Background: an optimization exercise with open tools, aiming at small area. Do not read the settings as production practice.
RTL that was checked went through simulation tests only; none was proved equivalent to the original.
Power figures rest on the tool's default switching activity, not on a simulated workload.

old:
==> flow/design.v <==
package rv_pkg;
    localparam int XLEN = 32;                      
    typedef enum logic [6:0] {
        OPC_OP     = 7'b0110011,
        OPC_OP_IMM = 7'b0010011,
        OPC_LUI    = 7'b0110111,
        OPC_AUIPC  = 7'b0010111,
        OPC_JAL    = 7'b1101111,
        OPC_JALR   = 7'b1100111,
        OPC_BRANCH = 7'b1100011
    } opcode_e;
    typedef enum logic [3:0] {
        ALU_ADD, ALU_SUB, ALU_SLL, ALU_SLT, ALU_SLTU, ALU_XOR,
        ALU_SRL, ALU_SRA, ALU_OR, ALU_AND, ALU_PASS_B
    } alu_op_e;
    typedef enum logic [3:0] {
        BR_NONE, BR_BEQ, BR_BNE, BR_BLT, BR_BGE, BR_BLTU, BR_BGEU, BR_JAL, BR_JALR
    } br_op_e;
    typedef enum logic [1:0] {
        WB_NONE, WB_ALU, WB_LINK
    } wb_sel_e;
    localparam logic [6:0] FUNCT7_NORM = 7'b0000000;   
    localparam logic [6:0] FUNCT7_ALT  = 7'b0100000;   
    localparam logic [2:0] F3_ADD_SUB = 3'b000;
    localparam logic [2:0] F3_SLL     = 3'b001;
    localparam logic [2:0] F3_SLT     = 3'b010;
    localparam logic [2:0] F3_SLTU    = 3'b011;
    localparam logic [2:0] F3_XOR     = 3'b100;
    localparam logic [2:0] F3_SRL_SRA = 3'b101;
    localparam logic [2:0] F3_OR      = 3'b110;
    localparam logic [2:0] F3_AND     = 3'b111;
    localparam logic [2:0] F3_BEQ  = 3'b000;           
    localparam logic [2:0] F3_BNE  = 3'b001;
    localparam logic [2:0] F3_BLT  = 3'b100;
    localparam logic [2:0] F3_BGE  = 3'b101;
    localparam logic [2:0] F3_BLTU = 3'b110;
    localparam logic [2:0] F3_BGEU = 3'b111;
endpackage
`timescale 1ns/1ps
module ex_stage
#(
    parameter int XLEN = 32
) (
    input  logic            clk,
    input  logic            rst,
    input  logic            in_valid,
    input  logic [6:0]      opcode,
    input  logic [2:0]      funct3,
    input  logic [6:0]      funct7,
    input  logic [XLEN-1:0] rs1_data,
    input  logic [XLEN-1:0] rs2_data,
    input  logic [XLEN-1:0] imm,
    input  logic [XLEN-1:0] pc,
    output logic            out_valid,
    output logic [XLEN-1:0] out_result,
    output logic            out_illegal,
    output logic            redirect_valid,
    output logic [XLEN-1:0] redirect_pc
);
    logic is_op, is_opi, is_lui, is_auipc, is_jal, is_jalr, is_br;
    logic arith, link, f7n, f7a, bad;
    assign is_op    = (opcode == 7'b0110011);
    assign is_opi   = (opcode == 7'b0010011);
    assign is_lui   = (opcode == 7'b0110111);
    assign is_auipc = (opcode == 7'b0010111);
    assign is_jal   = (opcode == 7'b1101111);
    assign is_jalr  = (opcode == 7'b1100111);
    assign is_br    = (opcode == 7'b1100011);
    assign arith    = is_op | is_opi;
    assign link     = is_jal | is_jalr;
    assign f7n      = (funct7 == 7'b0000000);
    assign f7a      = (funct7 == 7'b0100000);
    assign bad = ~(arith | is_lui | is_auipc | link | is_br)
               | (is_op  & (funct3 == 3'b000 || funct3 == 3'b101) & ~(f7n | f7a))
               | (is_opi & (funct3 == 3'b101) & ~(f7n | f7a))
               | (arith  & (funct3 == 3'b001) & ~f7n)
               | (is_br  & (funct3[2:1] == 2'b01));
    logic sel_pc, sel_rev, sel_rs1, sel_four, sel_rs2, sub;
    assign sel_pc   = opcode[2] & (opcode[6] | ~opcode[5]);
    assign sel_rev  = ~opcode[2] & ~opcode[6] & (funct3 == 3'b001);
    assign sel_rs1  = ~opcode[2] & ~sel_rev;
    assign sel_four = opcode[2] & opcode[6];
    assign sel_rs2  = ~opcode[2] & opcode[5];
    assign sub = ~opcode[2] & (opcode[6] | (~funct3[2] & (funct3[1] | (~funct3[0] & opcode[5] & funct7[5]))));
    logic [31:0] rs1_rev, a, b, bx;
    always_comb begin
        for (int i = 0; i < 32; i++) begin
            rs1_rev[i] = rs1_data[31-i];
        end
    end
    assign a  = (pc & {32{sel_pc}}) | (rs1_rev & {32{sel_rev}}) | (rs1_data & {32{sel_rs1}});
    assign b  = sel_four ? 32'd4 : (sel_rs2 ? rs2_data : imm);
    assign bx = b ^ {32{sub}};
    logic [31:0] p, g, sum;
    assign p = a ^ bx;
    assign g = a & bx;
    pg_add u_add (.p(p), .g(g), .ci(sub), .s(sum));
    logic uns, lt, eq;
    assign uns = opcode[6] ? funct3[1] : funct3[0];
    assign lt  = (a[31] == b[31]) ? sum[31] : (uns ? b[31] : a[31]);
    assign eq  = &p;
    logic [31:0] sr, sr_rev;
    logic        fill;
    assign fill = funct3[2] & funct7[5] & a[31];
    assign sr   = 32'($signed({fill, a}) >>> b[4:0]);
    always_comb begin
        for (int i = 0; i < 32; i++) begin
            sr_rev[i] = sr[31-i];
        end
    end
    logic redir, keep;
    logic s_sum, s_sll, s_srl, s_lt, s_x, s_a, alu;
    assign keep  = ~bad & ~redir;
    assign alu   = keep & ~opcode[2] & ~opcode[6];
    assign s_sum = keep & (opcode[2] | (~opcode[6] & (funct3 == 3'b000)));
    assign s_sll = alu & (funct3 == 3'b001);
    assign s_lt  = alu & (funct3[2:1] == 2'b01);
    assign s_srl = alu & (funct3 == 3'b101);
    assign s_x   = alu & funct3[2] & ~funct3[0];                       
    assign s_a   = alu & funct3[2] & funct3[1];                        
    logic [31:0] res, t1;
    assign res = (sum & {32{s_sum}}) | (sr_rev & {32{s_sll}}) | (sr & {32{s_srl}})
               | (p & {32{s_x}}) | (g & {32{s_a}}) | {31'd0, lt & s_lt}
               | (t1 & {32{redir}});
    logic [31:0] tb, tsum, tgt;
    logic        taken;
    logic tjalr;
    assign tjalr = opcode[2] & ~opcode[3];
    assign tb    = tjalr ? rs1_data : pc;
    pg_add u_tgt (.p(tb ^ imm), .g(tb & imm), .ci(1'b0), .s(tsum));
    assign tgt   = tsum & {31'h7fffffff, ~tjalr};
    assign taken = opcode[6] & (opcode[2] | ((funct3[2] ? lt : eq) ^ funct3[0]));
    logic        v1, ill1, tk1;
    logic [31:0] r1;
    assign redir = v1 & tk1 & ~ill1;
    always_ff @(posedge clk) begin
        v1   <= in_valid & ~rst & ~redir;
        ill1 <= bad;
        tk1  <= taken;
        r1   <= res;
        t1   <= tgt;
    end
    assign redirect_pc = r1;
    logic accept;
    assign accept = v1 & ~rst;
    always_ff @(posedge clk) begin
        out_valid      <= accept;
        out_illegal    <= accept & ill1;
        redirect_valid <= accept & tk1 & ~ill1;
        out_result     <= r1;
    end
endmodule
module pg_add #(
    parameter int N = 32
) (
    input  logic [N-1:0] p,
    input  logic [N-1:0] g,
    input  logic         ci,
    output logic [N-1:0] s
);
    logic [N-1:0] gg, pp;
    always_comb begin
        gg = g;
        pp = p;
        gg[0] = g[0] | (p[0] & ci);
        for (int l = 0; (1 << l) < N; l++) begin
            for (int i = (2 << l) - 1; i < N; i += (2 << l)) begin
                gg[i] = gg[i] | (pp[i] & gg[i - (1 << l)]);
                pp[i] = pp[i] & pp[i - (1 << l)];
            end
        end
        for (int l = 4; l >= 0; l--) begin
            for (int i = 3 * (1 << l) - 1; i < N; i += (2 << l)) begin
                gg[i] = gg[i] | (pp[i] & gg[i - (1 << l)]);
                pp[i] = pp[i] & pp[i - (1 << l)];
            end
        end
        s = p ^ {gg[N-2:0], ci};
    end
endmodule
clock: 7.0 ns
lec_check: 0
cap_margin: 20
core_margin: 2
core_utilization: 40
slew_margin: 20
standard.sh (not shown) runs the stock make flow with config.mk's settings and CLKGATE_MAP_FILE= SYNTH_SCRIPT=/design/flow/synth_recipe.tcl, a recipe that flattens the netlist after the stock synthesis.
==> flow/flow/run.sh <==
#!/bin/bash
# The standard layout, with two changes: ABC maps for area with its own
# script (flow/abc.script), and ports get the smallest buffer.
set -euo pipefail
here=$(pwd)
bash standard.sh SYNTH_SCRIPT="$here/flow/my_synth.tcl" \
    BUFFER_PORTS_ARGS="-buffer_cell sky130_fd_sc_hd__buf_1" finish > standard.log 2>&1
==> flow/flow/abc.script <==
strash
&get -n
&st
&dch
&nf -R 1000
&put
topo
stime -c
buffer -c
upsize -c
dnsize -c
==> flow/flow/my_synth.tcl <==
# The standard flow's synthesis, with ABC run on this folder's script instead of ORFS's
set ::my_flow_dir [file dirname [file normalize [info script]]]
proc abc {args} {
  set i [lsearch $args -script]
  if {$i >= 0} {
    lset args [expr {$i + 1}] [file join $::my_flow_dir abc.script]
  }
  yosys abc {*}$args
}
source [file join $::my_flow_dir .. synth_recipe.tcl]
For new, these inputs were changed with respect to old:
-- flow/design.v --
<<< old, line 109
        end
    end
    logic redir, keep;
    logic s_sum, s_sll, s_srl, s_lt, s_x, s_a, alu;
    assign keep  = ~bad & ~redir;
    assign alu   = keep & ~opcode[2] & ~opcode[6];
    assign s_sum = keep & (opcode[2] | (~opcode[6] & (funct3 == 3'b000)));
    assign s_sll = alu & (funct3 == 3'b001);
    assign s_lt  = alu & (funct3[2:1] == 2'b01);
>>> new, line 109
        end
    end
    logic s_sum, s_sll, s_srl, s_lt, s_x, s_a, alu;
    assign alu   = ~bad & ~opcode[2] & ~opcode[6];
    assign s_sum = ~bad & (opcode[2] | (~opcode[6] & (funct3 == 3'b000)));
    assign s_sll = alu & (funct3 == 3'b001);
    assign s_lt  = alu & (funct3[2:1] == 2'b01);
<<< old, line 119
    assign s_x   = alu & funct3[2] & ~funct3[0];                       
    assign s_a   = alu & funct3[2] & funct3[1];                        
    logic [31:0] res, t1;
    assign res = (sum & {32{s_sum}}) | (sr_rev & {32{s_sll}}) | (sr & {32{s_srl}})
               | (p & {32{s_x}}) | (g & {32{s_a}}) | {31'd0, lt & s_lt}
               | (t1 & {32{redir}});
    logic [31:0] tb, tsum, tgt;
    logic        taken;
    logic tjalr;
    assign tjalr = opcode[2] & ~opcode[3];
    assign tb    = tjalr ? rs1_data : pc;
    pg_add u_tgt (.p(tb ^ imm), .g(tb & imm), .ci(1'b0), .s(tsum));
    assign tgt   = tsum & {31'h7fffffff, ~tjalr};
    assign taken = opcode[6] & (opcode[2] | ((funct3[2] ? lt : eq) ^ funct3[0]));
    logic        v1, ill1, tk1;
    logic [31:0] r1;
    assign redir = v1 & tk1 & ~ill1;
    always_ff @(posedge clk) begin
        v1   <= in_valid & ~rst & ~redir;
>>> new, line 117
    assign s_x   = alu & funct3[2] & ~funct3[0];                       
    assign s_a   = alu & funct3[2] & funct3[1];                        
    logic [31:0] res;
    assign res = (sum & {32{s_sum}}) | (sr_rev & {32{s_sll}}) | (sr & {32{s_srl}})
               | (p & {32{s_x}}) | (g & {32{s_a}}) | {31'd0, lt & s_lt};
    logic [31:0] tb, tsum, tgt;
    logic        taken;
    assign tb    = is_jalr ? rs1_data : pc;
    pg_add u_tgt (.p(tb ^ imm), .g(tb & imm), .ci(1'b0), .s(tsum));
    assign tgt   = tsum & {31'h7fffffff, ~is_jalr};
    assign taken = link | (is_br & (funct3[2:1] != 2'b01) & ((funct3[2] ? lt : eq) ^ funct3[0]));
    logic        v1, ill1, tk1, redir;
    logic [31:0] r1, t1;
    assign redir = v1 & tk1;
    always_ff @(posedge clk) begin
        v1   <= in_valid & ~rst & ~redir;
<<< old, line 139
        tk1  <= taken;
        r1   <= res;
        t1   <= tgt;
    end
    assign redirect_pc = r1;
    logic accept;
    assign accept = v1 & ~rst;
>>> new, line 134
        tk1  <= taken;
        r1   <= res;
        if (!redir) begin
            t1 <= tgt;
        end
    end
    assign redirect_pc = t1;
    logic accept;
    assign accept = v1 & ~rst;
<<< old, line 147
        out_valid      <= accept;
        out_illegal    <= accept & ill1;
        redirect_valid <= accept & tk1 & ~ill1;
        out_result     <= r1;
    end
>>> new, line 144
        out_valid      <= accept;
        out_illegal    <= accept & ill1;
        redirect_valid <= accept & tk1;
        out_result     <= r1;
    end
Results
- As far as number of max-cap violations goes, old and new are indistinguishable; the numbers are identical.
- Cell with the largest stage delay on the worst path = sky130_fd_sc_hd__fa_1: new; cell with the largest stage delay on the worst path = sky130_fd_sc_hd__a2111oi_2: old
- From old to new the numbers moved as follows: share of total power in combinational logic shows an increase of 0.7 points, number of optimization iterations in the first detailed-route pass lower, relative contribution of the clock network to total power held steady, total clock network power went up.
- Diff old -> new: setup slack lost 0.22 ns; synthesized netlist cell count fell by 4.4%; sequential power has increased.
Only the layout flow was run in old; the RTL was not checked for function there.

-- port drivers added, routing unchanged --
The flow's constraints put no driver on any port. The routed layouts listed below were extracted and timed again, unchanged, in two steps. Step 1 assumes that a clkbuf_16 drives the clock port and a buf_2 every other input. Step 2, shift: input delay + t, output delay - t, t = (earliest + latest rising clock arrival at the registers) / 2. This alone moves slack from input paths to output paths. Slacks: ideal ports / drivers / drivers and shift; pairs: ideal ports / drivers.
run	t (ns)	setup slack, ns	pins driven straight from the clock port
old	0.404	0.657 / 0.677 / 0.273	1
new	0.419	0.442 / 0.465 / 0.046	1
After both steps every run listed still meets setup and hold. The setup slack of new, which loses most, moves by +0.023 ns with the drivers and by -0.396 ns with both steps.
